This is an optimization exercise on Yosys and OpenROAD, whose aim is small area and a short achievable clock period, not a production implementation. Where RTL was checked, it was by simulation tests only, not by an equivalence proof against the original. No activity file was given, so power comes from the tool's default toggle rates.

## run A
==> flow/design.v (excerpt) <==
module dacSubsystem (
  input  logic             ck933,
  input  logic             rstN,
  input  logic             nCs,
  input  logic             nWe,
  input  logic             nRd,
  input  hostBusPkg::addrT addr,
  input  hostBusPkg::dataT wrData,
  output hostBusPkg::dataT rdData,
  input  dspPkg::sampleT   sample0,
  input  dspPkg::sampleT   sample1,
  input  dspPkg::sampleT   sample2,
  input  logic             sampleEn0,
  input  logic             sampleEn1,
  input  logic             sampleEn2,
  output logic             sclk,
  output logic             dacNCs0,
  output logic             dacNCs1,
  output logic             dacNCs2,
  output logic             sdioOut,
  output logic             sdioOe,
  input  logic             sdioIn,
  output dspPkg::dacWordT  dacWord0,
  output dspPkg::dacWordT  dacWord1,
  output dspPkg::dacWordT  dacWord2,
  output logic             dacRst,
  output logic             bsyncNLock,
  output logic             demodNLock
);
Size in the first run: about 3000 cells after synthesis, roughly 160 I/O pins, about 22000 µm² of cells after synthesis.
Settings: LEC_CHECK=0, ABC_AREA=1, CAP_MARGIN=20, CORE_MARGIN=2, CORE_UTILIZATION=40, SETUP_SLACK_MARGIN=2.8, SLEW_MARGIN=20; clock period 6.0 ns.
standard.sh (not shown) runs the stock make flow with config.mk's settings and CLKGATE_MAP_FILE= SYNTH_SCRIPT=/design/flow/synth_recipe.tcl, a recipe that flattens the netlist after the stock synthesis.
==> flow/flow/run.sh <==
#!/bin/bash
# Standard synthesis and layout; the resizer may pick any cell of the same function
# (not only one with the same footprint), and the port buffers are plain buffers.
set -euo pipefail
bash standard.sh synth > synth.log 2>&1
bash standard.sh MATCH_CELL_FOOTPRINT=0 "BUFFER_PORTS_ARGS=-buffer_cell sky130_fd_sc_hd__buf_2" finish > layout.log 2>&1
diff inputs: run A => run B
Settings: a change of SETUP_SLACK_MARGIN from 2.8 to 2.85.
==> flow/run.sh (new file) <==
#!/bin/bash
# synth_recipe.tcl (not shown) runs the flow's synth.tcl, then flattens the netlist and writes it again
# the make line also repeats each setting of config.mk as NAME=value (left out here)
make -C /OpenROAD-flow-scripts/flow DESIGN_CONFIG=/design/flow/config.mk WORK_HOME=/design/flow/orfs CLKGATE_MAP_FILE= SYNTH_SCRIPT=/design/flow/synth_recipe.tcl finish
removed: flow/flow/run.sh
removed: flow/standard.sh
Notes after the runs:
No run among run B and run A stopped early or left any final violation; all are clean. Run B: last weighted congestion value of the routability-driven placer lower than run A. In the metrics for run B and run A, the one carrying the lower total of plain and repair buffers excluding clock buffers is run A. Against run A as the reference, run B delivers a higher final cell count. | routed wire length | run B vs run A | 4.3% higher |. Comparing run B and run A, the lower actual transition at the worst max-transition pin is on run B. Summary of run B over run A: met3 layer wire length in the routed design went up, sequential fraction of design power lost 1.7 points, area of all placed cells without fillers went up by 7.2%, critical path buffer and inverter count climbed 1.
Relative to run B, the following input files were edited for run C:
Settings: SETUP_SLACK_MARGIN now 2.6, was 2.85.
[summary]
Summary: total half-perimeter wirelength after legalization and detailed placement, run C better than run B
Compared with run B, run C shows a count of clock-buffer cells in the layout that is 1 higher.
Lower number of cell instances on the worst register-to-register path goes to run B over run C.
Delta (run C minus run B): number of I/O port buffers held, portion of the clock cycle consumed by the worst path in the final layout went down 0.95 points, final area went down 1600 µm², relative contribution of the clock network to total power went up 0.8 points, static leakage went down 4.4%.
No functional check of the RTL was part of any run of this note.

dacSubsystem, a different RTL version from the one above (not shown whole).
For scale: about 3600 cells after synthesis.
Settings: LEC_CHECK=0, ABC_AREA=1, CAP_MARGIN=20, CORE_MARGIN=2, CORE_UTILIZATION=40, CTS_BUF_LIST=sky130_fd_sc_hd__clkbuf_8, CTS_CLUSTER_DIAMETER=60, CTS_CLUSTER_SIZE=16, SETUP_SLACK_MARGIN=3.6, SLEW_MARGIN=20; clock period 6.0 ns.
==> flow/flow/run.sh <==
#!/bin/bash
# Standard synthesis without the full/half-adder cell mapping (registers are unchanged), then
# the standard layout; the resizer may pick any cell of the same function (not only one with
# the same footprint), and the port buffers are plain buffers.
set -euo pipefail
bash standard.sh ADDER_MAP_FILE= synth > synth.log 2>&1
bash standard.sh ADDER_MAP_FILE= MATCH_CELL_FOOTPRINT=0 "BUFFER_PORTS_ARGS=-buffer_cell sky130_fd_sc_hd__buf_1" finish > layout.log 2>&1
Edit:
Settings changed: CORE_UTILIZATION 40 to 50, CTS_BUF_LIST sky130_fd_sc_hd__clkbuf_8 to unset, CTS_CLUSTER_DIAMETER 60 to 80, CTS_CLUSTER_SIZE 16 to 22, PLACE_DENSITY set to 0.65.
Result: Maximum frequency rose by a few percent. Hold slack degrades by 7.1 ps. Combinational power barely changes. Synthesized area is unchanged. Wire length stays flat. Cell count went down by a few percent. Utilization climbs by 11 points. Via count went up by a few percent. Total power drops slightly. Global-route usage went up by 5.4 points.
Edit:
Settings changed: CORE_UTILIZATION 50 to 40, PLACE_DENSITY 0.65 to unset.
Critical path depth is unchanged.
Sequential power barely changes.
Wire length shrinks slightly.
Area after synthesis does not change.
Die area grows by a quarter to a third.
Count of clock-buffer cells in the layout shrinks by 1.
Synthesized cell count stays the same.
Utilization shrinks by 11 points.
Global-route usage shrinks by 5.6 points.
Worst setup slack loses 19 ps.
Edit:
Settings changed: TNS_END_PERCENT set to 50.
Die area does not change.
Non-clock buffer count goes down by 7.
Wire length goes up slightly.
Clock-buffer cell count grows by 1.
Worst hold slack is better by 3.9 ps.
Design area is about the same.
Total power is lower slightly.
Clock power fell by a few percent.
Final cell count hardly moves.

Another version of the RTL of dacSubsystem (not shown whole).
For scale: ~3,500 cells after synthesis, about 160 I/O pins.
Design dacSubsystem, start of the top module:
module dacSubsystem (
  input  logic             ck933,
  input  logic             rstN,
  input  logic             nCs,
  input  logic             nWe,
  input  logic             nRd,
  input  hostBusPkg::addrT addr,
  input  hostBusPkg::dataT wrData,
  output hostBusPkg::dataT rdData,
  input  dspPkg::sampleT   sample0,
  input  dspPkg::sampleT   sample1,
  input  dspPkg::sampleT   sample2,
  input  logic             sampleEn0,
  input  logic             sampleEn1,
  input  logic             sampleEn2,
  output logic             sclk,
  output logic             dacNCs0,
  output logic             dacNCs1,
  output logic             dacNCs2,
  output logic             sdioOut,
  output logic             sdioOe,
  input  logic             sdioIn,
  output dspPkg::dacWordT  dacWord0,
  output dspPkg::dacWordT  dacWord1,
  output dspPkg::dacWordT  dacWord2,
  output logic             dacRst,
  output logic             bsyncNLock,
  output logic             demodNLock
);
==> flow/config.mk <==
export PLATFORM = sky130hd
export DESIGN_NAME = dacSubsystem
export DESIGN_NICKNAME = dacSubsystem
export VERILOG_FILES = /design/flow/design.v
export SDC_FILE = /design/flow/constraint.sdc
export NUM_CORES = 4
export LEC_CHECK = 0
export ABC_AREA = 1
export CAP_MARGIN = 20
export CORE_MARGIN = 2
export CORE_UTILIZATION = 40
export CTS_CLUSTER_DIAMETER = 80
export CTS_CLUSTER_SIZE = 22
export SETUP_SLACK_MARGIN = 3.7
export SLEW_MARGIN = 20
==> flow/constraint.sdc <==
create_clock -name core_clock -period 6.0 [get_ports {ck933}]
set_input_delay 1.2000 -clock core_clock [delete_from_list [all_inputs] [get_ports {ck933}]]
set_output_delay 1.2000 -clock core_clock [all_outputs]
set_load 0.01 [all_outputs]
Scripts as last shown in full above: flow/flow/run.sh
The first run completed with no timing, DRC or antenna violations.
Then changed:
CORE_UTILIZATION = 55   (was 40)
PLACE_DENSITY = 0.7   (was not set)
SETUP_SLACK_MARGIN = 3.5   (was 3.7)
After rerunning: Worst setup slack got worse by 0.10 ns. Via count came out lower by about 0.4%. Die area came out lower by 27%. Critical path depth came out lower by 1. Cell area came out lower by about 10%.

Another version of the RTL of dacSubsystem (not shown whole).
Size: roughly 3000 cells after synthesis, ~160 I/O pins, ~23000 sq um of cells after synthesis.
clock: 6.0 ns
lec_check: 0
abc_area: 1
cap_margin: 20
core_margin: 2
core_utilization: 40
setup_slack_margin: 2.8
slew_margin: 20
tns_end_percent: 10
run.sh (not shown) runs the stock make flow with config.mk's settings and CLKGATE_MAP_FILE= SYNTH_SCRIPT=/design/flow/synth_recipe.tcl, a recipe that flattens the netlist after the stock synthesis.
Stock flow here: none of the scripts above is used.
The starting point completed without violations.
Then changed:
--- a/flow/config.mk
+++ b/flow/config.mk
@@ -13,2 +13 @@
 export SLEW_MARGIN = 20
-export TNS_END_PERCENT = 10
The new run finished clean.
Via count came out higher by 0.43%.
Worst hold slack hardly moves.
Routed wire length barely changes.
Sequential share of layout area came out lower by 0.27 points.
Combinational power goes up by about 2%.
Worst setup slack is better by 0.099 ns.
Global-route usage is lower by 0.32 points.
Critical path depth went down by 4.
Then changed:
--- a/flow/config.mk
+++ b/flow/config.mk
@@ -11,3 +11,3 @@
 export CORE_UTILIZATION = 40
-export SETUP_SLACK_MARGIN = 2.8
+export SETUP_SLACK_MARGIN = 3.3
 export SLEW_MARGIN = 20
=> Global-route usage went up by 2.3 points; worst hold slack improves by 0.0035 ns; routed wire length went up by roughly a tenth; sequential share of layout area went down by 3.1 points; first-iteration DRC count went down by roughly a tenth; combinational power went up by about a fifth; critical path depth went down by 2.
Then changed:
--- a/flow/config.mk
+++ b/flow/config.mk
@@ -7,3 +7,2 @@
 export LEC_CHECK = 0
-export ABC_AREA = 1
 export CAP_MARGIN = 20
@@ -11,3 +10,3 @@
 export CORE_UTILIZATION = 40
-export SETUP_SLACK_MARGIN = 3.3
+export SETUP_SLACK_MARGIN = 2.8
 export SLEW_MARGIN = 20
- via count is lower by 10%
- critical path depth is higher by 8
- global-route usage is lower by 1.5 points
- die area is lower by 3.1%
- fmax is lower by 13%
- sequential power is lower by about 1%
- synthesized area is lower by 3.1%
- clock-buffer cell count is lower by 7
- register-to-register slack gets worse by 0.60 ns
- final area is lower by 7.1%
- clock power is lower by about 3%
No functional check of the RTL was part of any run of this note.

lagoon:
Another version of the RTL of dacSubsystem (not shown whole).
For scale: ~3700 cells after synthesis, roughly 160 I/O pins.
// dacSubsystem
module dacSubsystem (
  input  logic             ck933,
  input  logic             rstN,
  input  logic             nCs,
  input  logic             nWe,
  input  logic             nRd,
  input  hostBusPkg::addrT addr,
  input  hostBusPkg::dataT wrData,
  output hostBusPkg::dataT rdData,
  input  dspPkg::sampleT   sample0,
  input  dspPkg::sampleT   sample1,
  input  dspPkg::sampleT   sample2,
  input  logic             sampleEn0,
  input  logic             sampleEn1,
  input  logic             sampleEn2,
  output logic             sclk,
  output logic             dacNCs0,
  output logic             dacNCs1,
  output logic             dacNCs2,
  output logic             sdioOut,
  output logic             sdioOe,
  input  logic             sdioIn,
  output dspPkg::dacWordT  dacWord0,
  output dspPkg::dacWordT  dacWord1,
  output dspPkg::dacWordT  dacWord2,
  output logic             dacRst,
  output logic             bsyncNLock,
  output logic             demodNLock
);
Settings: LEC_CHECK=0, ABC_AREA=1, CAP_MARGIN=20, CORE_MARGIN=2, CORE_UTILIZATION=40, SETUP_SLACK_MARGIN=3.7, SLEW_MARGIN=20; clock period 6.0 ns.
standard.sh (not shown) runs the stock make flow with config.mk's settings and CLKGATE_MAP_FILE= SYNTH_SCRIPT=/design/flow/synth_recipe.tcl, a recipe that flattens the netlist after the stock synthesis.
Scripts as last shown in full above: flow/flow/run.sh
Changes in violet relative to lagoon:
Settings: SETUP_SLACK_MARGIN now 2.8, was 3.7.
==> flow/flow/run.sh <==
#!/bin/bash
# Standard synthesis and layout; the resizer may pick any cell of the same function
# (not only one with the same footprint), and the port buffers are plain buffers.
set -euo pipefail
bash standard.sh synth > synth.log 2>&1
bash standard.sh MATCH_CELL_FOOTPRINT=0 "BUFFER_PORTS_ARGS=-buffer_cell sky130_fd_sc_hd__buf_1" finish > layout.log 2>&1
[summary]
violet was carried through to the last stage, and its layout satisfied the timing, DRC and antenna checks.
lagoon was carried through to the last stage, and its layout satisfied the timing, DRC and antenna checks.
Cmp violet and lagoon / final design utilization / lower: violet
[compare] base=lagoon new=violet: upper clock frequency limit went down by 20%, via count dropped 3224.
Global-route total usage across every layer, violet and lagoon: higher on lagoon
Worst path setup slack after routing (higher): lagoon
| mean instance size in the synthesized netlist | lower: lagoon |
When violet is measured against lagoon, its met1 wire length turns out 3.5 mm lower.
Looking at shortest clock period the worst path allows after layout across violet and lagoon, the one that comes out lower is lagoon.
Input-level comparison between harbor and violet:
==> flow/run.sh (new file) <==
#!/bin/bash
# synth_recipe.tcl (not shown) runs the flow's synth.tcl, then flattens the netlist and writes it again
# the make line also repeats each setting of config.mk as NAME=value (left out here)
make -C /OpenROAD-flow-scripts/flow DESIGN_CONFIG=/design/flow/config.mk WORK_HOME=/design/flow/orfs CLKGATE_MAP_FILE= SYNTH_SCRIPT=/design/flow/synth_recipe.tcl finish
removed: flow/flow/run.sh
removed: flow/standard.sh
--- outcome ---
- harbor: flow completed, timing, DRC and antenna clean
- Clock network power: harbor vs violet up about 5%
- Share of final layout cell area taken by clock buffers and inverters of harbor is on par with violet.
- Min global routing usage summed across all routing layers across violet and harbor: violet
- Going from violet to harbor, detailed placement HPWL picked up an extra about 5%, clock period minus worst slack picked up an extra 130 ps.
- Across both runs, final instance area was higher for harbor than for violet.
- Compared with violet, in harbor H-tree level count comparable, non-clock buffer count went up, fraction of area in registers fell by 1.5 points, setup slack has decreased.
Changes in indigo relative to harbor:
==> flow/flow/run.sh (new file) <==
#!/bin/bash
# Standard synthesis without the full/half-adder cell mapping (registers are unchanged), then
# the standard layout; the resizer may pick any cell of the same function (not only one with
# the same footprint), and the port buffers are plain buffers.
set -euo pipefail
bash standard.sh ADDER_MAP_FILE= synth > synth.log 2>&1
bash standard.sh ADDER_MAP_FILE= MATCH_CELL_FOOTPRINT=0 "BUFFER_PORTS_ARGS=-buffer_cell sky130_fd_sc_hd__buf_1" finish > layout.log 2>&1
==> flow/standard.sh (new file) <==
#!/bin/bash
# synth_recipe.tcl (not shown) runs the flow's synth.tcl, then flattens the netlist and writes it again
# the make line also repeats each setting of config.mk as NAME=value (left out here)
make -C /OpenROAD-flow-scripts/flow DESIGN_CONFIG=/design/flow/config.mk WORK_HOME=/design/flow/orfs CLKGATE_MAP_FILE= SYNTH_SCRIPT=/design/flow/synth_recipe.tcl "${@:-finish}"
removed: flow/run.sh
==> summary.txt <==
- Global-route wire length before repair ended up 1.1 mm lower on indigo than on harbor.
- harbor → indigo: tapcell count now larger, sequential-to-total area share from yosys stat now smaller, cell area now smaller, overall routing resource usage now smaller, fill cell total of the finished layout now larger.
- Run comparison: indigo largest family of logic cells by synthesized area simple AND/OR/NAND/NOR gates; harbor largest family of logic cells by synthesized area compound AO/OA/AOI/OAI gates
- Against harbor, indigo comes in 0.75 points lower on final critical-path share of the clock period.
- Against harbor as the reference, indigo delivers a lower critical path depth in cells.
- Worst hold slack ended up 30 ps lower on indigo than on harbor.

[re-timing with driven ports]
The results above use ideal ports. As a check the final layouts listed here were re-extracted and re-timed, cells and wires unchanged.
Step 1: set_driving_cell puts a clkbuf_16 on ck933 and a buf_2 on each other input, an assumption about the parent block.
Step 2 also shifts input and output timing later by t, the mid clock arrival at the registers, as if the neighbouring blocks saw the same clock.
Slacks: ideal / step 1 / step 2; pairs: ideal / step 1.
run	t, ns	slack for setup (ns)	worst hold slack (ns)	clock arrival spread, ns
run A	0.636	2.506 / 2.506 / 2.315	0.457 / 0.457 / 0.457	0.037 / 0.036
run B	0.644	2.527 / 2.527 / 2.273	0.456 / 0.456 / 0.456	0.027 / 0.028
run C	0.633	2.583 / 2.583 / 2.093	0.453 / 0.453 / 0.453	0.033 / 0.033
the first run of note 2	0.720	3.471 / 3.416 / 3.007	0.469 / 0.469 / 0.469	0.053 / 0.053
the second run of note 2	0.631	3.601 / 3.542 / 3.054	0.462 / 0.462 / 0.462	0.020 / 0.020
the third run of note 2	0.649	3.582 / 3.522 / 3.055	0.467 / 0.467 / 0.467	0.023 / 0.023
the fourth run of note 2	0.643	3.524 / 3.469 / 3.064	0.471 / 0.471 / 0.471	0.029 / 0.029
the first run of note 3	0.636	3.545 / 3.556 / 2.934	0.448 / 0.448 / 0.448	0.024 / 0.024
the second run of note 3	0.649	3.440 / 3.464 / 2.815	0.454 / 0.454 / 0.454	0.027 / 0.027
the first run of note 4	0.629	2.791 / 2.825 / 2.195	0.450 / 0.450 / 0.450	0.020 / 0.019
the second run of note 4	0.632	2.890 / 2.923 / 2.291	0.447 / 0.447 / 0.447	0.024 / 0.024
the third run of note 4	0.639	2.984 / 3.000 / 2.362	0.451 / 0.451 / 0.451	0.033 / 0.033
the fourth run of note 4	0.629	2.539 / 2.539 / 2.085	0.452 / 0.452 / 0.452	0.022 / 0.022
lagoon	0.651	3.554 / 3.491 / 3.005	0.452 / 0.452 / 0.452	0.024 / 0.024
violet	0.617	2.937 / 2.937 / 2.392	0.467 / 0.467 / 0.467	0.025 / 0.025
harbor	0.636	2.805 / 2.840 / 2.204	0.469 / 0.469 / 0.469	0.023 / 0.022
indigo	0.628	2.850 / 2.885 / 2.257	0.439 / 0.439 / 0.439	0.038 / 0.038
After both steps every run listed still meets setup and hold. The setup slack of the second run of note 3, which loses most, moves by +0.024 ns with the drivers and by -0.625 ns with both steps.
